Context: an optimization exercise on an open-source flow, tuned for small area, a short achievable clock period and few clock cycles per item. The choices shown serve that exercise and are no tape-out recipe. At most, simulation tests tie the RTL to the original design; equivalence was not proved. No functional check of the RTL was part of runs 1 to 4. Power and IR drop assume default switching activity.

==> design/flow/design.v <==
package swfd_pkg;
    localparam int MAX_WORDS      = 16;
    localparam int RING_DEPTH     = 64;
    localparam int CFG_W          = 5;
    localparam int CNT_W          = $clog2(MAX_WORDS + 1);
    localparam int WIDX_W         = 4;
    localparam int FRAME_OVERHEAD = 9;
    localparam int FRAME_MAX      = FRAME_OVERHEAD + 2 * MAX_WORDS;
    localparam int HIST_DEPTH     = FRAME_MAX;
    localparam int POS_W          = 6;
    localparam logic [15:0] CRC_POLY   = 16'h1021;
    localparam logic [15:0] CRC_INIT   = 16'hFFFF;
    localparam logic [7:0]  FRAME_TYPE = 8'h01;
    localparam logic [7:0]  MARKER     = 8'h00;
    localparam logic [CFG_W-1:0] WORD_COUNT_RESET = 5'd1;
    localparam logic [15:0] CRC_00     = 16'h1D0F;
endpackage
module swfd_ram #(
    parameter int WIDTH = 8,
    parameter int DEPTH = 41
) (
    input  logic                    clk,
    input  logic                    we,
    input  logic                    rot,
    input  logic [WIDTH-1:0]        wdata,
    output logic [DEPTH*WIDTH-1:0]  rdata
);
    logic [WIDTH-1:0] mem [DEPTH];
    always_ff @(posedge clk)
    begin
        if (we)
        begin
            mem[0] <= rot ? mem[DEPTH-1] : wdata;
            for (int i = 1; i < DEPTH; i++)
            begin
                mem[i] <= mem[i-1];
            end
        end
    end
    always_comb
    begin
        for (int i = 0; i < DEPTH; i++)
        begin
            rdata[i*WIDTH +: WIDTH] = mem[i];
        end
    end
endmodule
module swfd_crc_unit (
    input  logic [15:0] crc_in,
    input  logic [7:0]  data_in,
    output logic [15:0] crc_out
);
    logic [15:0] c;
    always_comb
    begin
        c = crc_in ^ {data_in, 8'h00};
        for (int k = 0; k < 8; k++)
        begin
            if (c[15])
            begin
                c = {c[14:0], 1'b0} ^ swfd_pkg::CRC_POLY;
            end
            else
            begin
                c = {c[14:0], 1'b0};
            end
        end
        crc_out = c;
    end
endmodule
module sliding_window_frame_detector_unit (
    input  logic                        clk,
    input  logic                        rst_n,
    input  logic                        in_valid,
    output logic                        in_stall,
    input  logic [7:0]                  rx_byte,
    output logic                        out_valid,
    input  logic                        out_stall,
    output logic                        frame_found,
    output logic [7:0]                  frame_address,
    output logic                        has_word,
    output logic [swfd_pkg::WIDX_W-1:0] word_index,
    output logic [15:0]                 data_word,
    output logic                        last,
    input  logic                        cfg_we,
    input  logic [swfd_pkg::CFG_W-1:0]  cfg_wdata
);
    localparam int HD  = swfd_pkg::HIST_DEPTH;
    localparam int PW  = swfd_pkg::POS_W;
    localparam int CW  = swfd_pkg::CNT_W;
    localparam int WIW = swfd_pkg::WIDX_W;
    localparam int MW  = swfd_pkg::MAX_WORDS;
    logic [swfd_pkg::CFG_W-1:0] word_count_reg;
    logic [CW-1:0]              n_cap;
    assign n_cap = (word_count_reg > 5'(MW)) ? CW'(MW) : CW'(word_count_reg);
    logic          h_v;
    logic [7:0]    h_b;
    logic [CW-1:0] h_n;
    logic          h_zero;           
    logic          h_type;           
    logic          in_stall_reg;
    logic          accept;
    logic          consume_ok;
    logic          consume;
    assign in_stall = in_stall_reg;
    assign accept   = in_valid && !in_stall_reg;
    assign consume  = h_v && consume_ok;
    logic [HD*8-1:0] hist_flat;
    logic [7:0]      hist [HD];
    logic [PW-1:0]   vcnt_reg;       
    logic            replay;         
    swfd_ram #(
        .WIDTH (8),
        .DEPTH (HD)
    ) u_hist (
        .clk   (clk),
        .we    (consume || replay),
        .rot   (replay),
        .wdata (h_b),
        .rdata (hist_flat)
    );
    always_comb
    begin
        for (int i = 0; i < HD; i++)
        begin
            hist[i] = hist_flat[i*8 +: 8];
        end
    end
    logic [7:0]    cur_b;
    logic          cur_zero, cur_type, cur_size;
    logic [CW-1:0] cur_n;
    logic          step;
    logic [3:0]    hz;               
    logic [1:0]    hsz;              
    logic [CW-1:0] s_n;              
    logic [PW-1:0] rc;               
    logic          s_ok;             
    assign step     = consume || replay;
    assign cur_b    = replay ? hist[HD-1] : h_b;
    assign cur_zero = replay ? (hist[HD-1] == swfd_pkg::MARKER) : h_zero;
    assign cur_type = replay ? (hist[HD-1] == swfd_pkg::FRAME_TYPE) : h_type;
    assign cur_size = cur_b[0] && (cur_b >= 8'(swfd_pkg::FRAME_OVERHEAD)) && (cur_b <= 8'(swfd_pkg::FRAME_MAX));
    assign cur_n    = replay ? s_n : h_n;
    logic [7:0]    sz;
    logic          hdr_pat;
    logic          hdr;
    logic [15:0]   hdr_crc;
    logic [15:0]   crc_a, crc_b;
    assign sz      = hist[1];
    assign hdr_pat = hz[3] && hz[2] && hsz[1] && cur_type;
    assign hdr     = hdr_pat && (replay ? (s_ok && rc == {s_n + CW'(2), 1'b0})
                                        : (vcnt_reg >= PW'(4)));
    swfd_crc_unit u_crc_sz (.crc_in(swfd_pkg::CRC_00), .data_in({2'b00, sz[5:1], 1'b1}), .crc_out(crc_a));
    swfd_crc_unit u_crc_ad (.crc_in(crc_a),            .data_in(hist[0]),              .crc_out(crc_b));
    swfd_crc_unit u_crc_ty (.crc_in(crc_b),            .data_in(swfd_pkg::FRAME_TYPE), .crc_out(hdr_crc));
    logic          tv;
    logic [15:0]   tcrc;
    logic [PW-1:0] trem;
    logic [CW-1:0] tn;
    logic [7:0]    taddr;
    logic [15:0]   tupd;
    logic          tchk;
    logic          t_open;           
    logic          trk_good;
    swfd_crc_unit u_crc_trk (.crc_in(tcrc), .data_in(cur_b), .crc_out(tupd));
    always_comb
    begin
        unique case (trem)
            PW'(4):  tchk = (tcrc[7:0]  == cur_b);
            PW'(3):  tchk = (tcrc[15:8] == cur_b);
            PW'(2):  tchk = cur_zero;
            PW'(1):  tchk = 1'b0;
            default: tchk = 1'b1;
        endcase
    end
    assign t_open   = tv && tchk;
    assign trk_good = tv && (trem == PW'(1)) && (tn == cur_n) && cur_zero;
    logic          u_v;
    logic [PW-1:0] u_rem;
    logic [PW-1:0] wide_cnt;
    logic          u_end;
    logic          u_keep;
    logic          trig;
    logic          moved;            
    assign u_end  = u_v && (u_rem == PW'(1));
    assign u_keep = u_v && !u_end;
    assign trig   = h_zero && hz[0] && !trk_good && (u_end || (wide_cnt != '0));
    assign moved  = t_open && (hdr || trig);
    logic            r0_v, r0_sp, r0_good, r0_hasw, r0_last, r0_sh, r0_first;
    logic [MW-1:0]   r0_oh;          
    logic            r1_v, r1_sp, r1_good, r1_hasw, r1_last;
    logic [WIW-1:0]  r1_m;
    logic            out_take;
    logic            r0_issue;
    logic            r0_free;        
    logic            replay_end;
    logic            rp_hasw;
    logic [15:0]     pair0;
    logic [15:0]     word;
    logic            nd_sp, nd_good, nd_hasw, nd_last;
    logic [WIW-1:0]  nd_m;
    assign nd_sp   = trig;
    assign nd_good = trk_good;
    assign nd_hasw = trk_good && (h_n != '0);
    assign nd_last = !nd_hasw || (h_n == CW'(1));
    assign nd_m    = WIW'(h_n - CW'(1));
    assign replay     = r0_v && r0_sp;
    assign replay_end = replay && (rc == '0);
    assign rp_hasw    = trk_good && (s_n != '0);
    assign consume_ok = !r1_v && !(r0_v && (r0_sp || !r0_last));
    assign out_take   = !out_valid || !out_stall;
    assign r0_issue   = out_take && r0_v && !r0_sp;
    assign r0_free    = !r0_v || (r0_issue && r0_last);
    assign pair0 = r0_sh ? {hist[5], hist[6]} : {hist[4], hist[5]};
    always_comb
    begin
        word = r0_oh[0] ? pair0 : 16'h0000;
        for (int m = 1; m < MW; m++)
        begin
            word = word | (r0_oh[m] ? {hist[2*m+4], hist[2*m+5]} : 16'h0000);
        end
    end
    function automatic logic [MW-1:0] onehot(input logic [WIW-1:0] m);
        onehot = '0;
        onehot[m] = 1'b1;
    endfunction
    logic r0_v_n, r0_sp_n, r0_last_n, r1_v_n, h_v_n;
    always_comb
    begin
        r0_v_n    = r0_v;
        r0_sp_n   = r0_sp;
        r0_last_n = r0_last;
        r1_v_n    = r1_v;
        if (r0_free)
        begin
            if (r1_v)
            begin
                r0_v_n    = 1'b1;
                r0_sp_n   = r1_sp;
                r0_last_n = r1_last;
                r1_v_n    = 1'b0;
            end
            else if (consume)
            begin
                r0_v_n    = 1'b1;
                r0_sp_n   = nd_sp;
                r0_last_n = nd_last;
            end
            else
            begin
                r0_v_n    = 1'b0;
            end
        end
        else
        begin
            if (consume)
            begin
                r1_v_n = 1'b1;
            end
            if (r0_issue)
            begin
                r0_last_n = r0_oh[1];
            end
            else if (replay_end)
            begin
                r0_sp_n   = 1'b0;
                r0_last_n = !rp_hasw || (s_n == CW'(1));
            end
        end
        h_v_n = accept || (h_v && !consume);
    end
    logic             found_reg;
    logic [7:0]       faddr_reg;
    logic             has_word_reg;
    logic [WIW-1:0]   widx_reg;
    logic [15:0]      data_reg;
    logic             last_reg;
    always_ff @(posedge clk or negedge rst_n)
    begin
        if (!rst_n)
        begin
            word_count_reg <= swfd_pkg::WORD_COUNT_RESET;
            h_v            <= 1'b0;
            in_stall_reg   <= 1'b0;
            vcnt_reg       <= '0;
            hz             <= '0;
            hsz            <= '0;
            tv             <= 1'b0;
            u_v            <= 1'b0;
            wide_cnt       <= '0;
            r0_v           <= 1'b0;
            r1_v           <= 1'b0;
            out_valid      <= 1'b0;
        end
        else
        begin
            if (cfg_we)
            begin
                word_count_reg <= cfg_wdata;
            end
            h_v          <= h_v_n;
            in_stall_reg <= h_v_n && !(!r1_v_n && !(r0_v_n && (r0_sp_n || !r0_last_n)));
            r0_v         <= r0_v_n;
            r1_v         <= r1_v_n;
            if (step)
            begin
                hz  <= {hz[2:0], cur_zero};
                hsz <= {hsz[0], cur_size};
                tv  <= hdr || (t_open && !(consume && trig));
            end
            if (consume)
            begin
                if (vcnt_reg != '1)
                begin
                    vcnt_reg <= vcnt_reg + PW'(1);
                end
                if (moved && !u_keep)
                begin
                    u_v <= 1'b1;
                end
                else if (u_end)
                begin
                    u_v <= 1'b0;
                end
                if (moved && u_keep)
                begin
                    wide_cnt <= PW'(37);
                end
                else if (wide_cnt != '0)
                begin
                    wide_cnt <= wide_cnt - PW'(1);
                end
            end
            if (out_take)
            begin
                out_valid <= r0_v && !r0_sp;
            end
        end
    end
    always_ff @(posedge clk)
    begin
        if (accept)
        begin
            h_b    <= rx_byte;
            h_n    <= n_cap;
            h_zero <= (rx_byte == swfd_pkg::MARKER);
            h_type <= (rx_byte == swfd_pkg::FRAME_TYPE);
        end
        if (step)
        begin
            if (hdr)
            begin
                tcrc  <= hdr_crc;
                trem  <= PW'(sz - 8'd5);
                tn    <= CW'((sz - 8'(swfd_pkg::FRAME_OVERHEAD)) >> 1);
                taddr <= hist[0];
            end
            else
            begin
                if (trem >= PW'(5))
                begin
                    tcrc <= tupd;
                end
                trem <= trem - PW'(1);
            end
        end
        if (consume)
        begin
            if (moved && !u_keep)
            begin
                u_rem <= trem - PW'(1);
            end
            else
            begin
                u_rem <= u_rem - PW'(1);
            end
        end
        if (consume)
        begin
            rc   <= PW'(HD - 1);
            s_n  <= h_n;
            s_ok <= (vcnt_reg >= PW'(swfd_pkg::FRAME_OVERHEAD - 1) + PW'({h_n, 1'b0}));
        end
        else if (replay)
        begin
            rc <= rc - PW'(1);
        end
        if (r0_free)
        begin
            r0_sh    <= 1'b0;
            r0_first <= 1'b1;
            if (r1_v)
            begin
                r0_sp   <= r1_sp;
                r0_good <= r1_good;
                r0_hasw <= r1_hasw;
                r0_last <= r1_last;
                r0_oh   <= onehot(r1_m);
            end
            else
            begin
                r0_sp   <= nd_sp;
                r0_good <= nd_good;
                r0_hasw <= nd_hasw;
                r0_last <= nd_last;
                r0_oh   <= onehot(nd_m);
            end
        end
        else
        begin
            if (consume)
            begin
                r0_sh <= 1'b1;
            end
            if (r0_issue)
            begin
                r0_first <= 1'b0;
                r0_last  <= r0_oh[1];
                r0_oh    <= r0_oh >> 1;
            end
            else if (replay_end)
            begin
                r0_sp   <= 1'b0;
                r0_good <= trk_good;
                r0_hasw <= rp_hasw;
                r0_last <= !rp_hasw || (s_n == CW'(1));
            end
        end
        if (consume && !r0_free)
        begin
            r1_sp   <= nd_sp;
            r1_good <= nd_good;
            r1_hasw <= nd_hasw;
            r1_last <= nd_last;
            r1_m    <= nd_m;
        end
        if (r0_issue)
        begin
            found_reg    <= r0_good;
            faddr_reg    <= r0_good ? taddr : 8'h00;
            has_word_reg <= r0_hasw;
            widx_reg     <= r0_first ? '0 : widx_reg + WIW'(1);
            data_reg     <= r0_hasw ? word : 16'h0000;
            last_reg     <= r0_last;
        end
    end
    assign frame_found   = found_reg;
    assign frame_address = faddr_reg;
    assign has_word      = has_word_reg;
    assign word_index    = widx_reg;
    assign data_word     = data_reg;
    assign last          = last_reg;
endmodule
==> design/flow/run.sh <==
#!/bin/bash
# synth_recipe.tcl (not shown) runs the flow's synth.tcl, then flattens the netlist and writes it again
# the make line also repeats each setting of config.mk as NAME=value (left out here)
make -C /OpenROAD-flow-scripts/flow DESIGN_CONFIG=/design/flow/config.mk WORK_HOME=/design/flow/orfs CLKGATE_MAP_FILE= SYNTH_SCRIPT=/design/flow/synth_recipe.tcl finish
==> design/flow/config.mk <==
export PLATFORM = sky130hd
export DESIGN_NAME = sliding_window_frame_detector_unit
export DESIGN_NICKNAME = sliding_window_frame_detector_unit
export VERILOG_FILES = /design/flow/design.v
export SDC_FILE = /design/flow/constraint.sdc
export NUM_CORES = 4
export LEC_CHECK = 0
export ABC_CLOCK_PERIOD_IN_PS = 2500
export CAP_MARGIN = 20
export CORE_MARGIN = 2
export CORE_UTILIZATION = 40
export CTS_CLUSTER_DIAMETER = 120
export CTS_CLUSTER_SIZE = 24
export SETUP_SLACK_MARGIN = 3.5
export SLEW_MARGIN = 20
==> design/flow/constraint.sdc <==
create_clock -name core_clock -period 6.0 [get_ports {clk}]
set_input_delay 1.2000 -clock core_clock [delete_from_list [all_inputs] [get_ports {clk}]]
set_output_delay 1.2000 -clock core_clock [all_outputs]
set_load 0.01 [all_outputs]
==> results of run 1 <==
-- stage by stage --
step | hold WS, ns | TNS [ns]
6_report | 0.4251 | 0
4_1_cts | 0.4271 | 0
5_1_grt | 0.4323 | 0
2_1_floorplan | 0.4003 | -235.66
3_5_place_dp | 0.4045 | 0
3_3_place_gp | 0.4007 | 0
-- where the power goes --
part | leakage [µW] | internal [µW] | switching (µW)
Clock | 0.000330 | 772 | 1050
Combinational | 0.00291 | 2360 | 2990
Sequential | 0.00474 | 6380 | 1640
-- final timing paths --
path | to | cells after the start | slack (ns) | from
worst max register to register | tcrc[12]$_DFFE_PP_ | 9 | 3.28 | u_hist.mem[40][6]$_DFFE_PP_
min in group asynchronous | vcnt_reg[2]$_DFFE_PN0P_ | 2 | 1.02 | rst_n
worst min-delay path | u_hist.mem[39][6]$_DFFE_PP_ | 0 | 0.43 | u_hist.mem[38][6]$_DFFE_PP_
worst max-delay path | tcrc[12]$_DFFE_PP_ | 9 | 3.28 | u_hist.mem[40][6]$_DFFE_PP_
max in group asynchronous | r0_v$_DFF_PN0_ | 2 | 4.64 | rst_n
worst min register to register | u_hist.mem[39][6]$_DFFE_PP_ | 0 | 0.43 | u_hist.mem[38][6]$_DFFE_PP_
-- cells by family after synthesis --
logic type                 count (synthesis)  share of synthesized area [%]
muxes                                     45                          2.430
buffers and inverters                    106                          2.236
and+or+nand+nor                          272                          7.354
DFF                                      487                          71.97
AOI/OAI and AO/OA                        251                          9.258
adders and majority gates                 28                          1.754
xor gates and xnor gates                 114                          4.999
-- layer usage --
metal | track usage (%) | up-vias | wire length [µm]
li1 | - | 5205 | -
met1 | 25.02 | 5768 | 20590
met2 | 27.57 | 374 | 21370
met3 | 2.517 | 67 | 2791
met4 | 4.259 | 0 | 1028
met5 | 0 | - | 0
-- critical path, stage by stage (launching register included) --
cell and delay (ns):
edfxtp_1 0.44, buf_6 0.15, nor4_4 0.30, or4b_4 0.53, o31ai_4 0.32, buf_12 0.15, buf_12 0.12, a211oi_2 0.05
nor2_2 0.19, buf_6 0.18
-- synth_stat cells, drive strengths merged (17+ instances only) --
master / number
edfxtp: 447
a22oi: 99
nand2: 71
xnor2: 60
xor2: 54
nor2: 50
inv: 46
clkbuf: 44
o21ai: 37
nand4: 33
dfrtp: 29
ha: 28
mux2: 28
a21oi: 21
and2: 19
nand3: 19
a222oi: 17
mux2i: 17
-- final cells by class --
type | instances | area [µm²] | share of cell area, %
Tap cell | 664 | 830.8 | 3.600
Clock inverter | 3 | 40.04 | 0.1735
Inverter | 47 | 191.4 | 0.8296
Sequential cell | 487 | 14380 | 62.34
Clock buffer | 41 | 664.4 | 2.879
Multi-Input combinational cell | 712 | 5483 | 23.76
Timing Repair Buffer | 134 | 1481 | 6.420
-- what timing repair did --
action / 4_1_cts / 5_1_grt
pin swaps: 14 / 24
setup endpoints to repair: 470 / 405
setup buffers: 38 / 24
resized for setup: 96 / 78
gates cloned: 5 / 9
==> results.toml, run 1 <==
[place]
pre_cts_slack_ns = 2.093
dp.final_hpwl_mm = 27.11
placed_area_um2 = 21190
gp_congestion = 0.8597
placedCellCount = 1968
port_buffers = 50

[floorplanning]
row_count = 81
die_x_um = 227.5
die_h_um = 227.5
ios = 51
dieArea_um2 = 51740
start_util_pct = 40.64
core_um2 = 49150

[critical_path]
setup.worst_path.start_class = "register"
critical_path_class = "reg -> reg"
crit_path_end_kind = "register"
cp_max_fo = 8
worstPathArrival_ns = 2.99
crit_required_ns = 6.28

[sta]
fmax_mhz = 368.2
finClkSkew_ns = 0.02198
rsz0062_at_grt = "true"
drv_slew = 0
fin_crit_ns = 2.716
setup_viol = 0
hold_viol_final = 0
worst_slack_ns = 3.284
period_share_pct = 45.26
tightest_slew_ns = 1.137
maxSlewHeadroom_pct = 24.13

[logic_synthesis]
ys_seq_area_share_pct = 71.97
synth_ff_type = "edfxtp_1"
avgSynthCellArea_um2 = 15.33
synthArstFlopShare_pct = 6.160
postSynthCellCount = 1303
syn_area_um2 = 19970
yosys.area.top_type_share_pct = 67.20
yosys_warnings = 6
synth_top_area_cell = "edfxtp_1"
syn-num-nets = 1349
yosysUniqueCellTypes = 79
ys_ff_latch = 487
ys_top_cells_by_area = "edfxtp_1 67%, a22oi_1 3.7%, dfrtp_1 3.6%"
synth-edff-count = 447

[clock_tree]
clk_path_buf_depth = 3
cts_max_level = 1
cts_root_buffer = "clkbuf_16"
cts_buffers = 24
ctsHoldBuffers = 0
clk_pin_slew_ns = 0.10
cts_tree = "done"
clock_sinks = 487
clock_latency_ns = 0.58

[cells_and_area]
mostFrequentLayoutCells = "447 x edfxtp_1, 99 x a22oi_1, 64 x nand2_1"
fin_nets = 1452
regMostFlops = "u_hist.mem"
drive_gt1_share_pct = 16.01
layout_commonest_cell = "edfxtp_1"
final_cell_area_um2 = 23070
final_core_util_pct = 46.94
area_growth_pct = 15.52
n_fill_cell = 4278
fin_cells = 2088
largest_reg_flops = 328
n_antenna_cell = 0

[routing]
routedWlPerCell_um = 21.93
drc = 0
drt-initial-drc-count = 1054
viasPerCell = 5.466
ant_nets = 0
vias = 11414
wirelength_mm = 45.78
dr.pass1.iters = 5

[power]
p_total_uw = 15180
powerDensity_nw_per_um2 = 658.0
power.leakage_uw = 0.007977
vdd_drop_max_mv = 0.2989

[global_route]
grt_pass1_wl_mm = 67.50
grt_max_degree = 79
grt.overflow.total = 0
grt_pass1_vias = 11202
grt_antenna_before_repair = 0
track_usage_pct = 17.30

[job]
cap_violations = 0

[run_status]
status = "complete, no violations"

[hold_path]
hp-class = "reg -> reg"
==> inputs of run 2 (changes only) <==
--- a/design/flow/config.mk
+++ b/design/flow/config.mk
@@ -9,7 +9,7 @@
 export CAP_MARGIN = 20
 export CORE_MARGIN = 2
 export CORE_UTILIZATION = 40
-export CTS_CLUSTER_DIAMETER = 120
-export CTS_CLUSTER_SIZE = 24
+export CTS_CLUSTER_DIAMETER = 150
+export CTS_CLUSTER_SIZE = 32
 export SETUP_SLACK_MARGIN = 3.5
 export SLEW_MARGIN = 20
==> run 2 against run 1 <==
  * Combinational power up 0.9%
  * Sequential share of layout area up 0.32 points
  * Final cell count is essentially flat
  * Synthesized area stayed put
  * Maximum frequency hardly changed
  * Critical endpoint is now u_rem[5]$_DFFE_PP_
  * Largest power group unchanged
  * Highest routed layer unchanged
==> results.toml, run 2 <==
[routing]
drt-initial-drc-count = 1120
dr.pass1.iters = 8
viasPerCell = 5.472
drc = 0
vias = 11414
wirelength_mm = 45.83
ant_nets = 0
routedWlPerCell_um = 21.97

[sta]
hold_viol_final = 0
tightest_slew_ns = 1.141
setup_viol = 0
rsz0062_at_grt = "true"
fin_crit_ns = 2.717
period_share_pct = 45.28
whs_ns = 0.4325
maxSlewHeadroom_pct = 23.84
fmax_mhz = 368.1
finClkSkew_ns = 0.02506
drv_slew = 0

[logic_synthesis]
synth_most_common_cell = "edfxtp_1"
synth_ff_type = "edfxtp_1"
yosysUniqueCellTypes = 79
yosys.area.top_type_share_pct = 67.20
ys_ff_latch = 487
avgSynthCellArea_um2 = 15.33
syn-num-nets = 1349
ys_top_cells_by_count = "447 x edfxtp_1, 99 x a22oi_1, 70 x nand2_1"
ys_seq_area_share_pct = 71.97
yosys_warnings = 6
ys_top_cells_by_area = "edfxtp_1 67%, a22oi_1 3.7%, dfrtp_1 3.6%"
syn_area_um2 = 19970
synthArstFlopShare_pct = 6.160
postSynthCellCount = 1303
synth_top_area_cell = "edfxtp_1"
synth-edff-count = 447

[global_route]
grt.overflow.total = 0
grt_pass1_vias = 11204
grt_antenna_before_repair = 0
grt_max_degree = 79
grt_pass1_wl_mm = 67.74
track_usage_pct = 17.37

[run_status]
status = "complete, no violations"

[critical_path]
crit_slowest_cell = "dfrtp_4"
crit_path_end_kind = "register"
worstPathArrival_ns = 3.12
crit_required_ns = 6.41
setup.worst_path.start_class = "register"
cp_max_fo = 8
timing.critical_path.slowest_cell_delay_ns = 0.56
cp_cell_sequence = "and3_4, or3_1, a222oi_1, and4_1, nor3_4, nor3b_4, buf_12, mux2i_1"
r2r_slack_ns = 3.28
critical_path_class = "reg -> reg"

[floorplanning]
row_count = 81
dieArea_um2 = 51740
die_x_um = 227.5
start_util_pct = 40.64
die_h_um = 227.5
core_um2 = 49150
ios = 51

[power]
swShare_pct = 37.68
power.leakage_uw = 0.007938
power.internal_uw = 9375
clkPwrFrac_pct = 10.9
p_comb_share_pct = 35.8
vdd_drop_max_mv = 0.4454
powerDensity_nw_per_um2 = 655.3
p_seq_share_pct = 53.3
p_sw_uw = 5669

[place]
gp_congestion = 0.8597
dp.final_hpwl_mm = 27.11
port_buffers = 50

[clock_tree]
cts_max_level = 1
clk_path_buf_depth = 3
clock_sinks = 487
cts_root_buffer = "clkbuf_16"
clock_latency_ns = 0.57
clk_pin_slew_ns = 0.12
cts_buffers = 19
cts_tree = "done"

[cells_and_area]
drive_gt1_share_pct = 16.32
multi_input_area_um2 = 5485
area_growth_pct = 14.93
seq_area_um2 = 14380
n_antenna_cell = 0
layout_commonest_cell = "edfxtp_1"
largest_reg_flops = 328
fin_nets = 1455
n_fill_cell = 4283
regMostFlops = "u_hist.mem"
final_core_util_pct = 46.70
mostFrequentLayoutCells = "447 x edfxtp_1, 99 x a22oi_1, 64 x nand2_1"

[hold_path]
hp-class = "reg -> reg"

[job]
cap_violations = 0
==> run 2: cell count changes in the layout (fill, tap and decap cells not counted), sizes merged, moves of 2 or more <==
cell and change:
inv +2, buf +11, dlygate4sd2 -2, clkbuf -11
==> run 2: timing repair <==
action | in CTS | in global routing
setup buffers | 39 | 34
pin swaps | 11 | 30
hold buffers | 0 | 0
gates resized for setup | 92 | 86
gates cloned | 5 | 6
setup endpoints to repair | 471 | 423
==> run 2: final cells by class <==
class                           instances  share of cell area (%)
Sequential cell                       487                   62.66
Multi-Input combinational cell        711                   23.89
Timing Repair Buffer                  143                   6.546
Tap cell                              664                   3.619
Clock buffer                           31                   2.267
Inverter                               47                  0.8557
Clock inverter                          3                  0.1581
==> run 2: path summary, 6_finish.rpt <==
check                                       startpoint  cells past startpoint                       endpoint
max                                     r0_v$_DFF_PN0_                      8             u_rem[5]$_DFFE_PP_
min                        u_hist.mem[38][6]$_DFFE_PP_                      0    u_hist.mem[39][6]$_DFFE_PP_
max reg2reg                             r0_v$_DFF_PN0_                      8             u_rem[5]$_DFFE_PP_
min reg2reg                u_hist.mem[38][6]$_DFFE_PP_                      0    u_hist.mem[39][6]$_DFFE_PP_
max in group asynchronous                        rst_n                      2  word_count_reg[0]$_DFFE_PN1P_
min in group asynchronous                        rst_n                      2  word_count_reg[1]$_DFFE_PN0P_
==> run 2: power groups by stage <==
stage	Sequential [µW]	Combinational, µW	Clock, µW
global placement	8090	4490	0
floorplan	7280	3570	0
detailed placement	8100	4550	0
finish	8010	5390	1650
CTS	8030	4990	1710
global route	8220	5900	1800
==> run 2: metal layers <==
layer  vias to the layer above  GRT usage (%)  share of wire (%)
met5                         -              0                  0
met3                        51          2.259                5.3
met4                         0          4.322                2.4
li1                       5201              -                  -
met2                       375          27.60                 47
met1                      5787          25.37                 46
==> run 2: per-stage QoR <==
step	cells	cell area, µm²	TNS [ns]	setup slack, ns	total power (µW)
after floorplan	1303	20030	-235.66	-1.053	10850
after global placement	1968	21190	0	2.150	12580
after detailed placement	1968	21190	0	2.093	12650
after CTS	2046	22340	0	3.313	14720
after global routing	2086	22960	0	3.176	15910
final	2086	22960	0	3.283	15040
==> run 2: critical path: cells and delay by family (launching register included) <==
family	cells	cell delay, ns
compound gates	1	0.47
mux	1	0.17
simple gates	5	1.21
flops	1	0.56
buf+inv	1	0.15
==> run 2: logic make-up after synthesis <==
group | synth area share (%)
flops | 71.97
simple gates | 7.354
compound gates | 9.258
xor+xnor | 4.999
buf+inv | 2.236
mux | 2.430
fa+ha+maj | 1.754
==> inputs of run 3 (changes only) <==
--- a/design/flow/design.v
+++ b/design/flow/design.v
@@ -135,10 +135,13 @@
     logic [CW-1:0] s_n;              
     logic [PW-1:0] rc;               
     logic          s_ok;             
+    logic          rp_zero;          
+    logic          rp_type;          
+    logic          rp_at_type;       
     assign step     = consume || replay;
     assign cur_b    = replay ? hist[HD-1] : h_b;
-    assign cur_zero = replay ? (hist[HD-1] == swfd_pkg::MARKER) : h_zero;
-    assign cur_type = replay ? (hist[HD-1] == swfd_pkg::FRAME_TYPE) : h_type;
+    assign cur_zero = replay ? rp_zero : h_zero;
+    assign cur_type = replay ? rp_type : h_type;
     assign cur_size = cur_b[0] && (cur_b >= 8'(swfd_pkg::FRAME_OVERHEAD)) && (cur_b <= 8'(swfd_pkg::FRAME_MAX));
     assign cur_n    = replay ? s_n : h_n;
     logic [7:0]    sz;
@@ -148,8 +151,7 @@
     logic [15:0]   crc_a, crc_b;
     assign sz      = hist[1];
     assign hdr_pat = hz[3] && hz[2] && hsz[1] && cur_type;
-    assign hdr     = hdr_pat && (replay ? (s_ok && rc == {s_n + CW'(2), 1'b0})
-                                        : (vcnt_reg >= PW'(4)));
+    assign hdr     = hdr_pat && (replay ? (s_ok && rp_at_type) : (vcnt_reg >= PW'(4)));
     swfd_crc_unit u_crc_sz (.crc_in(swfd_pkg::CRC_00), .data_in({2'b00, sz[5:1], 1'b1}), .crc_out(crc_a));
     swfd_crc_unit u_crc_ad (.crc_in(crc_a),            .data_in(hist[0]),              .crc_out(crc_b));
     swfd_crc_unit u_crc_ty (.crc_in(crc_b),            .data_in(swfd_pkg::FRAME_TYPE), .crc_out(hdr_crc));
@@ -174,6 +176,17 @@
         endcase
     end
     assign t_open   = tv && tchk;
+    logic          tchk_h;
+    always_comb
+    begin
+        unique case (trem)
+            PW'(4):  tchk_h = (tcrc[7:0]  == h_b);
+            PW'(3):  tchk_h = (tcrc[15:8] == h_b);
+            PW'(2):  tchk_h = h_zero;
+            PW'(1):  tchk_h = 1'b0;
+            default: tchk_h = 1'b1;
+        endcase
+    end
     assign trk_good = tv && (trem == PW'(1)) && (tn == cur_n) && cur_zero;
     logic          u_v;
     logic [PW-1:0] u_rem;
@@ -185,7 +198,7 @@
     assign u_end  = u_v && (u_rem == PW'(1));
     assign u_keep = u_v && !u_end;
     assign trig   = h_zero && hz[0] && !trk_good && (u_end || (wide_cnt != '0));
-    assign moved  = t_open && (hdr || trig);
+    assign moved  = tv && tchk_h && (hdr || trig);
     logic            r0_v, r0_sp, r0_good, r0_hasw, r0_last, r0_sh, r0_first;
     logic [MW-1:0]   r0_oh;          
     logic            r1_v, r1_sp, r1_good, r1_hasw, r1_last;
@@ -348,6 +361,8 @@
         end
         if (step)
         begin
+            rp_zero <= (hist[HD-2] == swfd_pkg::MARKER);
+            rp_type <= (hist[HD-2] == swfd_pkg::FRAME_TYPE);
             if (hdr)
             begin
                 tcrc  <= hdr_crc;
@@ -378,12 +393,14 @@
         if (consume)
         begin
             rc   <= PW'(HD - 1);
+            rp_at_type <= 1'b0;
             s_n  <= h_n;
             s_ok <= (vcnt_reg >= PW'(swfd_pkg::FRAME_OVERHEAD - 1) + PW'({h_n, 1'b0}));
         end
         else if (replay)
         begin
             rc <= rc - PW'(1);
+            rp_at_type <= (rc == {s_n + CW'(2), 1'b0} + PW'(1));
         end
         if (r0_free)
         begin
--- a/design/flow/config.mk
+++ b/design/flow/config.mk
@@ -9,7 +9,7 @@
 export CAP_MARGIN = 20
 export CORE_MARGIN = 2
 export CORE_UTILIZATION = 40
-export CTS_CLUSTER_DIAMETER = 150
-export CTS_CLUSTER_SIZE = 32
+export CTS_CLUSTER_DIAMETER = 120
+export CTS_CLUSTER_SIZE = 24
 export SETUP_SLACK_MARGIN = 3.5
 export SLEW_MARGIN = 20
==> run 3 against run 2 <==
  * Still clean on timing, DRC and antenna
  * Cell area fell by 2.1%
  * Global-route usage fell by 0.25 points
  * Total power fell by 2.1%
  * Sequential share of layout area increased by 1.7 points
  * Critical path type unchanged
==> results.toml, run 3 <==
[run_status]
status = "complete, no violations"

[logic_synthesis]
synth_ff_type = "edfxtp_1"
synth-edff-count = 449
syn_area_um2 = 19890
ys_top_cells_by_count = "449 x edfxtp_1, 97 x a22oi_1, 82 x nand2_1"
ys_ff_latch = 490
syn-num-nets = 1341
synth_top_area_cell = "edfxtp_1"
yosys.area.top_type_share_pct = 67.80
postSynthCellCount = 1295
yosysUniqueCellTypes = 62
synthArstFlopShare_pct = 6.122
avgSynthCellArea_um2 = 15.36
ys_top_cells_by_area = "edfxtp_1 68%, a22oi_1 3.7%, dfrtp_1 3.6%"
synth_most_common_cell = "edfxtp_1"
yosys_warnings = 6
ys_seq_area_share_pct = 72.69

[sta]
setup_viol = 0
maxSlewHeadroom_pct = 24.32
drv_slew = 0
period_share_pct = 42.31
fmax_mhz = 393.9
rsz0062_at_grt = "true"
tightest_slew_ns = 1.135
fin_crit_ns = 2.539
worst_slack_ns = 3.461
fin_tns_setup_ns = 0
hold_viol_final = 0
finClkSkew_ns = 0.02407

[routing]
vias = 11068
routedWlPerCell_um = 21.49
dr.pass1.iters = 6
ant_nets = 0
drc = 0
drt-initial-drc-count = 1154
viasPerCell = 5.402
wirelength_mm = 44.03

[global_route]
track_usage_pct = 17.12
grt_antenna_before_repair = 0
grt_pass1_wl_mm = 66.79
grt_pass1_vias = 11008
grt_max_degree = 82
grt.overflow.total = 0

[critical_path]
cp_max_fo = 4
crit_path_end_kind = "register"
rr_startpoint = "trem[4]$_DFFE_PP_"
critical_path_class = "reg -> reg"
crit_required_ns = 6.51
r2r_slack_ns = 3.46
r2r_end = "in_stall_reg$_DFF_PN0_"
setup.worst_path.start_class = "register"
rr_worst_depth = 9
startpoint = "trem[4]$_DFFE_PP_"
cp-endpoint = "in_stall_reg$_DFF_PN0_"
worstPathArrival_ns = 3.05

[place]
port_buffers = 50
dp.final_hpwl_mm = 27.18
placed_area_um2 = 21100
gp_congestion = 0.8153
pre_cts_slack_ns = 2.295

[floorplanning]
die_x_um = 227.0
core_um2 = 49050
row_count = 81
dieArea_um2 = 51520
ios = 51
die_h_um = 227.0
start_util_pct = 40.54

[cells_and_area]
final_core_util_pct = 45.81
layout_commonest_cell = "edfxtp_1"
regMostFlops = "u_hist.mem"
area_growth_pct = 13.00
final_cell_area_um2 = 22470
largest_reg_flops = 328
n_fill_cell = 4295
drive_gt1_share_pct = 11.70
fin_nets = 1413
n_antenna_cell = 0
mostFrequentLayoutCells = "449 x edfxtp_1, 97 x a22oi_1, 76 x nand2_1"

[clock_tree]
clk_pin_slew_ns = 0.10
cts_tree = "done"
cts_max_level = 1
clock_latency_ns = 0.59
cts_root_buffer = "clkbuf_16"
clk_path_buf_depth = 3
ctsHoldBuffers = 0
clock_sinks = 490
cts_buffers = 24

[job]
cap_violations = 0

[power]
powerDensity_nw_per_um2 = 655.1
power.leakage_uw = 0.007709
vdd_drop_max_mv = 0.3467

[hold_path]
hp-class = "reg -> reg"
## run 3: kinds of logic after synthesis
group                      share of synthesized area [%]
DFF                                                72.69
and+or+nand+nor                                    6.380
AOI/OAI and AO/OA                                  8.632
xor gates and xnor gates                           5.593
buffers and inverters                              2.057
muxes                                              2.888
adders and majority gates                          1.762
## run 3: worst min-delay path by stage
stage / start / end / slack (ns) / depth (start not counted)
4_1_cts: u_hist.mem[3][4]$_DFFE_PP_ / u_hist.mem[4][4]$_DFFE_PP_ / 0.42 / 0
5_1_grt: u_hist.mem[3][4]$_DFFE_PP_ / u_hist.mem[4][4]$_DFFE_PP_ / 0.42 / 0
2_1_floorplan: u_hist.mem[1][6]$_DFFE_PP_ / u_hist.mem[2][6]$_DFFE_PP_ / 0.40 / 0
6_report: u_hist.mem[3][4]$_DFFE_PP_ / u_hist.mem[4][4]$_DFFE_PP_ / 0.42 / 0
3_5_place_dp: u_hist.mem[36][1]$_DFFE_PP_ / u_hist.mem[37][1]$_DFFE_PP_ / 0.40 / 0
3_3_place_gp: u_hist.mem[3][5]$_DFFE_PP_ / u_hist.mem[4][5]$_DFFE_PP_ / 0.40 / 0
## run 3: layout make-up
class,count,area (µm²),area share [%]
sequential,490,14460,64.34
inverter,50,191.4,0.8518
clock inverter,2,32.53,0.1448
tap,664,830.8,3.697
clock buffer,42,668.1,2.973
multi-input combinational,702,5276,23.48
timing repair buffer,99,1013,4.510
## run 3: through the flow
step	instances	hold slack, ns	total power (µW)
floorplan	1295	0.4003	10460
global placement	1964	0.4019	12400
detailed placement	1964	0.4045	12450
CTS	2034	0.4185	14670
global route	2049	0.4242	15600
finish	2049	0.4226	14720
## run 3: report_power, final
part | switching [µW] | internal [µW] | leakage (µW)
Combinational | 2780 | 2020 | 0.00258
Clock | 1060 | 774 | 0.000331
Sequential | 1590 | 6490 | 0.00479
Total | 5430 | 9290 | 0.00771
## run 3: worst max-delay path, stage by stage, from the launching register on
cell,delay [ns]
edfxtp_1,0.48
nor4_4,0.32
buf_6,0.15
nand3_2,0.10
a2111oi_4,0.34
o211ai_1,0.21
buf_4,0.21
o41ai_4,0.34
o21ai_1,0.15
a21oi_2,0.16
## run 3: timing repair
action | in CTS | in global routing
resized for setup | 86 | 45
endpoints found under the hold margin | 0 | 0
buffers inserted | 22 | 14
gates cloned | 4 | 1
pin swaps | 7 | 9
setup endpoints to repair | 450 | 240
## run 3: per-layer routing
layer / part of all wire [%] / wire [µm] / GRT usage (%) / up-vias
li1: - / - / - / 5079
met5: 0 / 0 / 0 / -
met2: 45 / 19970 / 26.65 / 331
met1: 46 / 20230 / 25.04 / 5582
met4: 3.1 / 1365 / 5.440 / 0
met3: 5.6 / 2464 / 2.284 / 76
==> inputs of run 4 (changes only) <==
--- a/design/flow/design.v
+++ b/design/flow/design.v
@@ -460,6 +460,15 @@
             data_reg     <= r0_hasw ? word : 16'h0000;
             last_reg     <= r0_last;
         end
+        else
+        begin
+            found_reg    <= found_reg    & out_valid;
+            faddr_reg    <= faddr_reg    & {8{out_valid}};
+            has_word_reg <= has_word_reg & out_valid;
+            widx_reg     <= widx_reg     & {WIW{out_valid}};
+            data_reg     <= data_reg     & {16{out_valid}};
+            last_reg     <= last_reg     & out_valid;
+        end
     end
     assign frame_found   = found_reg;
     assign frame_address = faddr_reg;
==> run 4 against run 3 <==
  * Maximum frequency down 8.3%
  * Clock skew up 0.0013 ns
  * Synthesized cell count up 2.3%
  * Count of clock-buffer cells in the layout unchanged
  * Routed wire length up 2.4%
  * Global-route usage up 0.36 points
  * Via count up 3.6%
  * First-iteration DRC count down 16%
  * Critical path type unchanged
  * Critical endpoint is now u_rem[5]$_DFFE_PP_
  * Largest power group unchanged
==> results.toml, run 4 <==
[sta]
tightest_slew_ns = 1.056
setup_viol = 0
worst_slack_ns = 3.232
drv_slew = 0
maxSlewHeadroom_pct = 29.52
hold_viol_final = 0
fin_crit_ns = 2.768
rsz0062_at_grt = "true"
fin_tns_setup_ns = 0
fmax_mhz = 361.2
period_share_pct = 46.14
finClkSkew_ns = 0.02536

[routing]
dr.pass1.iters = 6
vias = 11463
routedWlPerCell_um = 21.72
ant_nets = 0
wirelength_mm = 45.10
drc = 0
drt-initial-drc-count = 975
viasPerCell = 5.522

[global_route]
track_usage_pct = 17.48
grt_antenna_before_repair = 0
grt_max_degree = 56
grt_pass1_vias = 11045
grt.overflow.total = 0
grt_pass1_wl_mm = 67.87

[place]
dp.final_hpwl_mm = 28.17
gp_congestion = 0.8916
port_buffers = 50
pre_cts_slack_ns = 1.994
placed_area_um2 = 21010
placedCellCount = 1992

[logic_synthesis]
avgSynthCellArea_um2 = 14.93
yosys_warnings = 6
ys_seq_area_share_pct = 71.50
synth_top_family_by_area = "compound AO/OA/AOI/OAI gates"
syn_area_um2 = 19780
synth-compound-area-share_pct = 10.77
synth-edff-count = 418
syn-num-nets = 1370
synthArstFlopShare_pct = 6.122
synth_mux_area_share_pct = 2.555
synth_simple_gate_area_share_pct = 6.217
ys_top_cells_by_area = "edfxtp_1 63%, dfxtp_1 4.2%, dfrtp_1 3.7%"
synth_xor_area_share_pct = 5.180
yosysUniqueCellTypes = 67
synth_top_area_cell = "edfxtp_1"
ys_ff_latch = 490
synth_most_common_cell = "edfxtp_1"
synth_ff_type = "edfxtp_1"
ys_top_cells_by_count = "418 x edfxtp_1, 83 x nand2_1, 78 x xnor2_1"
yosys.area.top_type_share_pct = 63.45
synthAdderAreaFrac_pct = 1.708
postSynthCellCount = 1325

[hold_path]
hold_start = "u_hist.mem[1][7]$_DFFE_PP_"
hp-class = "reg -> reg"

[cells_and_area]
largest_reg_flops = 328
final_core_util_pct = 45.84
n_antenna_cell = 0
layout_commonest_cell = "edfxtp_1"
area_growth_pct = 13.19
drive_gt1_share_pct = 12.39
regMostFlops = "u_hist.mem"
mostFrequentLayoutCells = "418 x edfxtp_1, 80 x nand2_1, 75 x xnor2_1"
fin_cells = 2076
final_cell_area_um2 = 22390
fin_nets = 1439

[clock_tree]
clock_sinks = 490
cts_max_level = 1
cts_tree = "done"
cts_buffers = 24
cts_root_buffer = "clkbuf_16"
clock_latency_ns = 0.59
clk_path_buf_depth = 3
clk_pin_slew_ns = 0.10
ctsHoldBuffers = 0

[power]
power.leakage_uw = 0.007127
powerDensity_nw_per_um2 = 245.7
vdd_drop_max_mv = 0.1864

[critical_path]
worstPathArrival_ns = 3.07
timing.critical_path.slowest_cell_delay_ns = 0.59
setup.worst_path.start_class = "register"
cp_cell_sequence = "or4_4, o21ai_2, a21oi_2, a2111oi_4, o2111ai_4, a221oi_4, buf_12, mux2i_1"
crit_slowest_cell = "or4_4"
crit_path_end_kind = "register"
crit_required_ns = 6.30
rr_startpoint = "trem[4]$_DFFE_PP_"
startpoint = "trem[4]$_DFFE_PP_"
critical_path_class = "reg -> reg"
cp_max_fo = 6

[floorplanning]
core_um2 = 48850
die_x_um = 226.4
ios = 51
row_count = 81
die_h_um = 226.4
dieArea_um2 = 51250
start_util_pct = 40.50

[job]
cap_violations = 0

[run_status]
status = "complete, no violations"
==> run 4: through the flow <==
step	total power [µW]	hold WS, ns
floorplan	3733	0.4003
global placement	3755	0.4010
detailed placement	3756	0.4045
CTS	5563	0.4178
global route	5678	0.4264
finish	5503	0.4209
==> run 4: final cells by class <==
| class | count | area, µm² |
|---|---|---|
| well taps | 664 | 830.8 |
| clock inverters | 2 | 32.53 |
| flip-flops and latches | 490 | 14160 |
| inverters | 50 | 203.9 |
| clock buffers | 42 | 668.1 |
| repair buffers | 100 | 997.2 |
| multi-input cells | 728 | 5504 |
| fillers | 4339 | 26460 |
==> run 4: worst paths after layout <==
path	to	slack (ns)	cells past startpoint
setup / recovery	u_rem[5]$_DFFE_PP_	3.23	8
max in group asynchronous	word_count_reg[0]$_DFFE_PN1P_	4.67	2
hold reg to reg	u_hist.mem[2][7]$_DFFE_PP_	0.42	0
setup reg to reg	u_rem[5]$_DFFE_PP_	3.23	8
min in group asynchronous	word_count_reg[4]$_DFFE_PN0P_	1.01	2
hold / removal	u_hist.mem[2][7]$_DFFE_PP_	0.42	0
==> run 4: repair_timing <==
item	in CTS	in global routing
pin swaps	17	8
setup buffers	26	9
gates resized for setup	87	32
gates cloned	5	0
setup endpoints to repair	446	289
==> run 4: per-layer routing <==
layer  GRT usage (%)  part of all wire [%]  routed length, µm
met4           4.690                   2.4               1088
met3           2.268                   5.5               2475
met1           24.77                    45              20140
met5               0                     0                  0
met2           28.49                    47              21390
==> run 4: logic make-up (layout without fill, tap and decap cells) <==
| logic type | after synthesis | in the layout |
|---|---|---|
| xor+xnor | 117 | 117 |
| mux | 47 | 47 |
| flops | 490 | 490 |
| fa+ha+maj | 27 | 27 |
| compound gates | 287 | 287 |
| simple gates | 249 | 250 |
| buf+inv | 108 | 194 |
==> run 4: where the power goes <==
part / leakage, µW / switching [µW] / internal (µW)
clock network: 0.000331 / 1050 / 774
logic: 0.00260 / 13.8 / 16.5
registers: 0.00420 / 2.82 / 3640
total: 0.00713 / 1070 / 4440
==> run 4: critical path: cells and delay by family, from the launching register on <==
family                 cells  cell delay, ns
AOI/OAI and AO/OA          5            1.19
buffers and inverters      1            0.16
DFF                        1            0.47
muxes                      1            0.07
and+or+nand+nor            1            0.59
==> inputs of run 5 (changes only) <==
--- a/design/flow/design.v
+++ b/design/flow/design.v
@@ -158,7 +158,10 @@
     logic          tv;
     logic [15:0]   tcrc;
     logic [PW-1:0] trem;
+    logic [3:0]    t_is;             
     logic [CW-1:0] tn;
+    logic          tn_h, tn_s;       
+    logic [CW-1:0] tn_nx, h_n_nx, s_n_nx;
     logic [7:0]    taddr;
     logic [15:0]   tupd;
     logic          tchk;
@@ -167,27 +170,48 @@
     swfd_crc_unit u_crc_trk (.crc_in(tcrc), .data_in(cur_b), .crc_out(tupd));
     always_comb
     begin
-        unique case (trem)
-            PW'(4):  tchk = (tcrc[7:0]  == cur_b);
-            PW'(3):  tchk = (tcrc[15:8] == cur_b);
-            PW'(2):  tchk = cur_zero;
-            PW'(1):  tchk = 1'b0;
-            default: tchk = 1'b1;
-        endcase
+        if (t_is[3])
+        begin
+            tchk = (tcrc[7:0] == cur_b);
+        end
+        else if (t_is[2])
+        begin
+            tchk = (tcrc[15:8] == cur_b);
+        end
+        else if (t_is[1])
+        begin
+            tchk = cur_zero;
+        end
+        else
+        begin
+            tchk = !t_is[0];
+        end
     end
     assign t_open   = tv && tchk;
     logic          tchk_h;
     always_comb
     begin
-        unique case (trem)
-            PW'(4):  tchk_h = (tcrc[7:0]  == h_b);
-            PW'(3):  tchk_h = (tcrc[15:8] == h_b);
-            PW'(2):  tchk_h = h_zero;
-            PW'(1):  tchk_h = 1'b0;
-            default: tchk_h = 1'b1;
-        endcase
+        if (t_is[3])
+        begin
+            tchk_h = (tcrc[7:0] == h_b);
+        end
+        else if (t_is[2])
+        begin
+            tchk_h = (tcrc[15:8] == h_b);
+        end
+        else if (t_is[1])
+        begin
+            tchk_h = h_zero;
+        end
+        else
+        begin
+            tchk_h = !t_is[0];
+        end
     end
-    assign trk_good = tv && (trem == PW'(1)) && (tn == cur_n) && cur_zero;
+    assign trk_good = tv && t_is[0] && (replay ? tn_s : tn_h) && cur_zero;
+    assign tn_nx  = (step && hdr) ? CW'((sz - 8'(swfd_pkg::FRAME_OVERHEAD)) >> 1) : tn;
+    assign h_n_nx = accept ? n_cap : h_n;
+    assign s_n_nx = consume ? h_n : s_n;
     logic          u_v;
     logic [PW-1:0] u_rem;
     logic [PW-1:0] wide_cnt;
@@ -282,6 +306,39 @@
         end
         h_v_n = accept || (h_v && !consume);
     end
+    logic maybe_good, maybe_trig, busy_n;
+    assign maybe_good = tv && t_is[0] && tn_h && h_zero;
+    assign maybe_trig = h_zero && hz[0] && (u_end || (wide_cnt != '0));
+    always_comb
+    begin
+        if (r0_free)
+        begin
+            if (r1_v)
+            begin
+                busy_n = r1_sp || !r1_last;
+            end
+            else
+            begin
+                busy_n = consume && (maybe_trig || (maybe_good && h_n > CW'(1)));
+            end
+        end
+        else if (r1_v || consume)
+        begin
+            busy_n = 1'b1;
+        end
+        else if (r0_issue)
+        begin
+            busy_n = !r0_oh[1];
+        end
+        else if (replay_end)
+        begin
+            busy_n = tv && t_is[0] && tn_s && s_n > CW'(1);
+        end
+        else
+        begin
+            busy_n = r0_sp || !r0_last;
+        end
+    end
     logic             found_reg;
     logic [7:0]       faddr_reg;
     logic             has_word_reg;
@@ -312,7 +369,7 @@
                 word_count_reg <= cfg_wdata;
             end
             h_v          <= h_v_n;
-            in_stall_reg <= h_v_n && !(!r1_v_n && !(r0_v_n && (r0_sp_n || !r0_last_n)));
+            in_stall_reg <= h_v_n && busy_n;
             r0_v         <= r0_v_n;
             r1_v         <= r1_v_n;
             if (step)
@@ -359,6 +416,8 @@
             h_zero <= (rx_byte == swfd_pkg::MARKER);
             h_type <= (rx_byte == swfd_pkg::FRAME_TYPE);
         end
+        tn_h <= (tn_nx == h_n_nx);
+        tn_s <= (tn_nx == s_n_nx);
         if (step)
         begin
             rp_zero <= (hist[HD-2] == swfd_pkg::MARKER);
@@ -367,16 +426,18 @@
             begin
                 tcrc  <= hdr_crc;
                 trem  <= PW'(sz - 8'd5);
+                t_is  <= {sz[5:1] == 5'd4, 3'b000};
                 tn    <= CW'((sz - 8'(swfd_pkg::FRAME_OVERHEAD)) >> 1);
                 taddr <= hist[0];
             end
             else
             begin
-                if (trem >= PW'(5))
+                if (t_is == '0)
                 begin
                     tcrc <= tupd;
                 end
                 trem <= trem - PW'(1);
+                t_is <= {trem == PW'(5), t_is[3:1]};
             end
         end
         if (consume)
==> design/flow/flow/run.sh (new file) <==
#!/bin/bash
# The standard layout (standard synthesis included), with plain buffers on the ports
# instead of the delay cells the placer picks by default.
set -euo pipefail
bash standard.sh "BUFFER_PORTS_ARGS=-buffer_cell sky130_fd_sc_hd__buf_4" finish > make_finish.log 2>&1
==> design/flow/standard.sh (new file) <==
#!/bin/bash
# synth_recipe.tcl (not shown) runs the flow's synth.tcl, then flattens the netlist and writes it again
# the make line also repeats each setting of config.mk as NAME=value (left out here)
make -C /OpenROAD-flow-scripts/flow DESIGN_CONFIG=/design/flow/config.mk WORK_HOME=/design/flow/orfs CLKGATE_MAP_FILE= SYNTH_SCRIPT=/design/flow/synth_recipe.tcl "${@:-finish}"
removed: design/flow/run.sh
==> run 5 against run 4 <==
  * Critical path depth fell by 7
  * Via count rose by 1.4%
  * Count of clock-buffer cells in the layout rose by 1
  * Still clean
  * Maximum frequency rose by 14%
  * Non-clock buffer count fell by 33
  * Synthesized cell count rose by 3.5%
  * Clock skew fell by 0.0040 ns
  * Critical endpoint is now out_valid
==> results.toml, run 5 <==
[power]
vdd_drop_max_mv = 0.3328
power.leakage_uw = 0.007759
powerDensity_nw_per_um2 = 646.8

[logic_synthesis]
syn-num-nets = 1415
yosys.area.top_type_share_pct = 60.87
synth_top_family_by_area = "compound AO/OA/AOI/OAI gates"
synth_ff_type = "edfxtp_1"
synth-edff-count = 414
yosysUniqueCellTypes = 86
synth_simple_gate_area_share_pct = 6.494
synth_xor_area_share_pct = 6.078
avgSynthCellArea_um2 = 14.90
synthArstFlopShare_pct = 6.048
ys_ff_latch = 496
yosys_warnings = 6
ys_top_cells_by_count = "414 x edfxtp_1, 87 x nand2_1, 79 x xnor2_1"
synth_most_common_cell = "edfxtp_1"
synth_mux_area_share_pct = 2.696
ys_seq_area_share_pct = 69.65
synth-compound-area-share_pct = 11.21
syn_area_um2 = 20420
postSynthCellCount = 1371
synth_top_area_cell = "edfxtp_1"
ys_top_cells_by_area = "edfxtp_1 61%, dfxtp_1 5.1%, dfrtp_1 3.6%"
synthAdderAreaFrac_pct = 1.593

[sta]
hold_viol_final = 0
drv_slew = 0
setup_viol = 0
fin_tns_setup_ns = 0
maxSlewHeadroom_pct = 26.40
fin_crit_ns = 2.423
rsz0062_at_grt = "true"
fmax_mhz = 412.7
tightest_slew_ns = 1.104
period_share_pct = 40.38
finClkSkew_ns = 0.02139

[cells_and_area]
n_fill_cell = 4511
fin_cells = 2095
n_antenna_cell = 0
largest_reg_flops = 328
regMostFlops = "u_hist.mem"
fin_nets = 1449
area_growth_pct = 9.741
layout_commonest_cell = "edfxtp_1"
mostFrequentLayoutCells = "414 x edfxtp_1, 87 x nand2_1, 78 x xnor2_1"
drive_gt1_share_pct = 12.65

[floorplanning]
row_count = 82
core_um2 = 50270
die_x_um = 230.0
die_h_um = 230.0
dieArea_um2 = 52880
ios = 51
start_util_pct = 40.62

[global_route]
grt_pass1_wl_mm = 70.53
grt_antenna_before_repair = 0
grt.overflow.total = 0
grt_max_degree = 80
grt_pass1_vias = 11559
track_usage_pct = 17.25

[clock_tree]
clk_pin_slew_ns = 0.10
clk_path_buf_depth = 3
clock_sinks = 496
cts_max_level = 1
cts_tree = "done"
clock_latency_ns = 0.58
cts_buffers = 24
cts_root_buffer = "clkbuf_16"

[critical_path]
timing.critical_path.slowest_cell_delay_ns = 0.47
cp_top_family = "flip-flops"
cp_max_fo = 5
crit_required_ns = 4.80
cp_cell_sequence = "buf_4"
cp.buffers_inverters = 1
worstPathArrival_ns = 1.22
critical_path_class = "reg -> out"
crit_path_end_kind = "output pin"
setup.worst_path.start_class = "register"
crit_slowest_cell = "dfrtp_1"

[routing]
viasPerCell = 5.547
vias = 11622
routedWlPerCell_um = 21.96
dr.pass1.iters = 6
wirelength_mm = 46.00
ant_nets = 0
drt-initial-drc-count = 1135
drc = 0

[place]
gp_congestion = 0.8252
placedCellCount = 2038
dp.final_hpwl_mm = 29.49
port_buffers = 50

[run_status]
status = "complete, no violations"

[hold_path]
hp-class = "reg -> reg"

[job]
cap_violations = 0
==> run 5: cell count changes in the layout (fill, tap and decap cells not counted), moves of 7 or more <==
cell / previous run / this run
nand3b_1: 0 / 7
dlygate4sd2_1: 29 / 0
clkdlybuf4s50_1: 17 / 0
nand2_1: 80 / 87
mux2i_1: 18 / 10
nand2b_1: 13 / 6
nor2_1: 47 / 57
a32o_1: 2 / 14
and3_1: 3 / 10
nand3_1: 10 / 17
buf_4: 41 / 62
dfxtp_1: 36 / 51
==> run 5: worst register-to-register path, delay by kind of cell, from the launching register on <==
| family | cells | cell delay, ns |
|---|---|---|
| muxes | 1 | 0.20 |
| AOI/OAI and AO/OA | 3 | 0.94 |
| and+or+nand+nor | 2 | 0.33 |
| DFF | 1 | 0.46 |
| buffers and inverters | 1 | 0.34 |
==> run 5: area by class of cell <==
class | instances | area [µm²] | area share [%]
multi-input combinational | 765 | 5831 | 26.02
timing repair inverter | 2 | 17.52 | 0.07816
tap | 672 | 840.8 | 3.752
sequential | 496 | 14230 | 63.51
clock buffer | 43 | 714.4 | 3.188
clock inverter | 1 | 16.27 | 0.07258
inverter | 49 | 219.0 | 0.9770
timing repair buffer | 67 | 539.3 | 2.406
==> run 5: path summary, 6_finish.rpt <==
kind,start,to,slack (ns),cells after the start
worst max register to register,vcnt_reg[4]$_DFFE_PN0P_,tv$_DFFE_PN0N_,3.62,7
worst max-delay path,out_valid$_DFFE_PN0N_,out_valid,3.58,1
worst min register to register,u_hist.mem[38][4]$_DFFE_PN_,u_hist.mem[39][4]$_DFFE_PN_,0.42,0
worst min-delay path,u_hist.mem[38][4]$_DFFE_PN_,u_hist.mem[39][4]$_DFFE_PN_,0.42,0
min in group asynchronous,rst_n,wide_cnt[3]$_DFFE_PN0P_,0.57,1
max in group asynchronous,rst_n,r1_v$_DFFE_PN0P_,5.09,1
==> run 5: what timing repair did <==
item,4_1_cts,5_1_grt
gates cloned,2,0
endpoints found under the setup margin,288,116
hold buffers,0,0
resized for setup,16,12
setup buffers,5,6
pin swaps,2,4
==> run 5: report_power, final <==
part	switching, µW	internal, µW
clock network	1060	820
logic	2720	1920
registers	1650	6330
total	5430	9070
==> run 5: kinds of logic (layout without fill, tap and decap cells) <==
kind of cell / after synthesis / after routing
adders and majority gates: 26 / 26
AOI/OAI and AO/OA: 297 / 297
and+or+nand+nor: 266 / 266
DFF: 496 / 496
xor gates and xnor gates: 131 / 131
buffers and inverters: 110 / 162
muxes: 45 / 45
==> run 5: per-stage QoR <==
stage,utilization (%),cell area [µm²],hold slack (ns),power [µW],worst slack (ns)
6_report,44.58,22410,0.4241,14500,3.577
5_1_grt,44.58,22410,0.4322,15310,3.445
4_1_cts,44.30,22270,0.4251,14480,3.500
3_5_place_dp,42.61,21420,0.4045,12430,2.645
3_3_place_gp,42.61,21420,0.4024,12370,2.753
2_1_floorplan,-,20450,0.4003,10770,3.184
==> run 5: metal layers <==
layer | vias to the layer above | track usage [%] | part of all wire (%)
li1 | 5330 | - | -
met1 | 5870 | 24.85 | 45
met2 | 371 | 28.33 | 47
met3 | 51 | 2.021 | 6.3
met4 | 0 | 3.427 | 1.7
met5 | - | 0 | 0
Testbench counts of run 5, summed over its fixed seeds: cycles 27,879, bytes 24,469.
==> inputs of run 6 (changes only) <==
--- a/design/flow/config.mk
+++ b/design/flow/config.mk
@@ -11,5 +11,5 @@
 export CORE_UTILIZATION = 40
 export CTS_CLUSTER_DIAMETER = 120
 export CTS_CLUSTER_SIZE = 24
-export SETUP_SLACK_MARGIN = 3.5
+export SETUP_SLACK_MARGIN = 3.8
 export SLEW_MARGIN = 20
==> run 6 against run 5 <==
  * Still clean
  * Cell area grew 6.6%
  * Final cell count is 5.1% higher
  * Via count increased by 4.2%
  * Routed wire length rose by 4.7%
  * Clock skew down 0.0079 ns
  * Core utilization increased by 2.9 points
  * Critical path depth stayed put
  * Combinational power is 26% higher
  * Count of clock-buffer cells in the layout is the same
  * Largest cell class unchanged
==> results.toml, run 6 <==
[run_status]
status = "complete, no violations"

[logic_synthesis]
synth_simple_gate_area_share_pct = 6.494
avgSynthCellArea_um2 = 14.90
synthAdderAreaFrac_pct = 1.593
synth_top_family_by_area = "compound AO/OA/AOI/OAI gates"
ys_top_cells_by_area = "edfxtp_1 61%, dfxtp_1 5.1%, dfrtp_1 3.6%"
ys_seq_area_share_pct = 69.65
yosys_warnings = 6
synth_ff_type = "edfxtp_1"
syn-num-nets = 1415
synth_mux_area_share_pct = 2.696
yosysUniqueCellTypes = 86
ys_ff_latch = 496
synth_top_area_cell = "edfxtp_1"
ys_top_cells_by_count = "414 x edfxtp_1, 87 x nand2_1, 79 x xnor2_1"
synth_most_common_cell = "edfxtp_1"
synthArstFlopShare_pct = 6.048
syn_area_um2 = 20420
synth-compound-area-share_pct = 11.21
yosys.area.top_type_share_pct = 60.87
postSynthCellCount = 1371
synth_xor_area_share_pct = 6.078
synth-edff-count = 414

[critical_path]
crit_slowest_cell = "dfrtp_2"
crit_path_end_kind = "output pin"
cp.buffers_inverters = 1
r2r_slack_ns = 3.69
critical_path_class = "reg -> out"
cp_cell_sequence = "buf_6"
crit_required_ns = 4.80
cp_max_fo = 5
worstPathArrival_ns = 1.21
timing.critical_path.slowest_cell_delay_ns = 0.49
rr_worst_depth = 9
setup.worst_path.start_class = "register"
crit_cells = 1
r2r_end = "u_rem[4]$_DFFE_PP_"
rr_startpoint = "r0_sp$_SDFFCE_PP0P_"
cp_top_family = "flip-flops"

[floorplanning]
die_x_um = 230.0
ios = 51
start_util_pct = 40.62
dieArea_um2 = 52880
die_h_um = 230.0
core_um2 = 50270
row_count = 82

[sta]
setup_viol = 0
finClkSkew_ns = 0.01350
rsz0062_at_grt = "true"
period_share_pct = 40.22
fmax_mhz = 414.4
fin_tns_setup_ns = 0
fin_crit_ns = 2.413
tightest_slew_ns = 1.039
maxSlewHeadroom_pct = 30.74
hold_viol_final = 0
worst_slack_ns = 3.587
drv_slew = 0

[clock_tree]
cts_root_buffer = "clkbuf_16"
cts_max_level = 1
cts_buffers = 24
clock_latency_ns = 0.58
clk_pin_slew_ns = 0.10
clock_sinks = 496
clk_path_buf_depth = 3
cts_tree = "done"

[cells_and_area]
fin_nets = 1556
fin_cells = 2202
largest_reg_flops = 328
n_fill_cell = 4428
mostFrequentLayoutCells = "414 x edfxtp_1, 117 x buf_4, 85 x nand2_1"
n_antenna_cell = 0
regMostFlops = "u_hist.mem"
seq_area_um2 = 14290
final_core_util_pct = 47.51
drive_gt1_share_pct = 22.61
multi_input_area_um2 = 6152
area_growth_pct = 16.95
layout_commonest_cell = "edfxtp_1"

[global_route]
grt_pass1_vias = 11787
track_usage_pct = 17.90
grt_max_degree = 94
grt_antenna_before_repair = 0
grt.overflow.total = 0
grt_pass1_wl_mm = 72.92

[routing]
drc = 0
viasPerCell = 5.501
vias = 12114
routedWlPerCell_um = 21.87
drt-initial-drc-count = 1082
wirelength_mm = 48.15
dr.pass1.iters = 5
ant_nets = 0

[place]
placedCellCount = 2038
port_buffers = 50
pre_cts_slack_ns = 2.876
gp_congestion = 0.8422
dp.final_hpwl_mm = 29.72

[power]
p_seq_share_pct = 50.0
swShare_pct = 37.05
clkPwrFrac_pct = 12.1
powerDensity_nw_per_um2 = 644.8
p_total_uw = 15400
vdd_drop_max_mv = 0.4704
p_comb_share_pct = 37.8
power.internal_uw = 9693
p_sw_uw = 5705
power.leakage_uw = 0.008458

[job]
cap_violations = 0

[hold_path]
hold_depth = 0
hold_start = "u_hist.mem[38][3]$_DFFE_PN_"
hp-class = "reg -> reg"
hold_path_end = "u_hist.mem[39][3]$_DFFE_PN_"
run 6: final cells by class:
class,count,share of cell area [%]
Clock buffer,43,2.991
Clock inverter,1,0.06811
Inverter,49,0.9692
Multi-Input combinational cell,766,25.76
Sequential cell,496,59.81
Timing Repair inverter,4,0.1310
Timing Repair Buffer,171,6.748
Tap cell,672,3.521
run 6: cell families after synthesis:
logic type	Yosys count
DFF	496
muxes	45
xor gates and xnor gates	131
and+or+nand+nor	266
adders and majority gates	26
buffers and inverters	110
AOI/OAI and AO/OA	297
run 6: repair_timing:
action,in CTS,in global routing
setup buffers,46,68
pin swaps,9,25
resized for setup,117,44
endpoints found under the setup margin,493,162
gates cloned,5,1
hold buffers,0,0
run 6: how the worst max path moves through the flow:
stage                     startpoint                           to  slack (ns)
6_report       out_valid$_DFFE_PN0N_                    out_valid        3.59
5_1_grt        out_valid$_DFFE_PN0N_                    out_valid        3.56
3_3_place_gp        r1_v$_DFFE_PN0P_  u_hist.mem[28][7]$_DFFE_PN_        2.89
4_1_cts        out_valid$_DFFE_PN0N_                    out_valid        3.57
3_5_place_dp        r1_v$_DFFE_PN0P_  u_hist.mem[28][7]$_DFFE_PN_        2.88
2_1_floorplan       r0_v$_DFFE_PN0N_                 tn_s$_DFF_P_        3.18
run 6: layer usage:
metal	global-route usage, %	vias up	wire (µm)	share of wire, %
met5	0	-	0	0
met4	4.940	0	1060	2.2
met3	2.356	62	2743	5.7
met2	28.99	386	23090	48
met1	25.42	6116	21260	44
li1	-	5550	-	-
run 6: power groups by stage:
stage	clock (µW)	sequential [µW]	combinational (µW)
after floorplan	0	7040	3760
after detailed placement	0	7990	4500
final	1870	7700	5830
after global placement	0	7960	4430
after CTS	1920	7880	5210
after global routing	2040	7890	6330
run 6: stage by stage:
stage / hold WS, ns / cell area, µm²
floorplan: 0.4003 / 20490
global placement: 0.4017 / 21470
detailed placement: 0.4045 / 21470
CTS: 0.4231 / 23070
global route: 0.4289 / 23880
finish: 0.4194 / 23880

==> what the ideal ports hide <==
How much do the figures lean on ideal ports? The routed layouts below were timed once more, with nothing changed but the port constraints. Step 1: set_driving_cell puts a clkbuf_16 on clk and a buf_2 on each other input, an assumption about the parent block. Step 2 adds t to the input delays and takes it off the output delays; t is the mean of the earliest and latest rising clock arrival at the registers after step 1. Input paths then give back, and output paths get back, about the clock's delay inside the block. a / b / c = ideal / step 1 / step 2; a / b = the first two.
run | shift t [ns] | setup WS [ns] | worst setup path at the end | slew at the worst register clock pin (ns) | pins driven straight from the clock port
run 1 | 0.621 | 3.284 / 3.284 / 3.077 | input to register | 0.10 / 0.10 | 1
run 2 | 0.611 | 3.283 / 3.283 / 3.127 | input to register | 0.13 / 0.13 | 1
run 3 | 0.630 | 3.461 / 3.461 / 2.987 | input to register | 0.10 / 0.10 | 1
run 4 | 0.631 | 3.232 / 3.232 / 2.985 | input to register | 0.10 / 0.10 | 1
run 5 | 0.623 | 3.577 / 3.521 / 3.167 | input to register | 0.10 / 0.10 | 1
run 6 | 0.631 | 3.587 / 3.531 / 3.165 | input to register | 0.10 / 0.10 | 1
After both steps setup and hold are still met in every run listed. For run 3, which loses most, drivers alone change the setup slack by 0.000 ns; drivers and shift together by -0.474 ns.
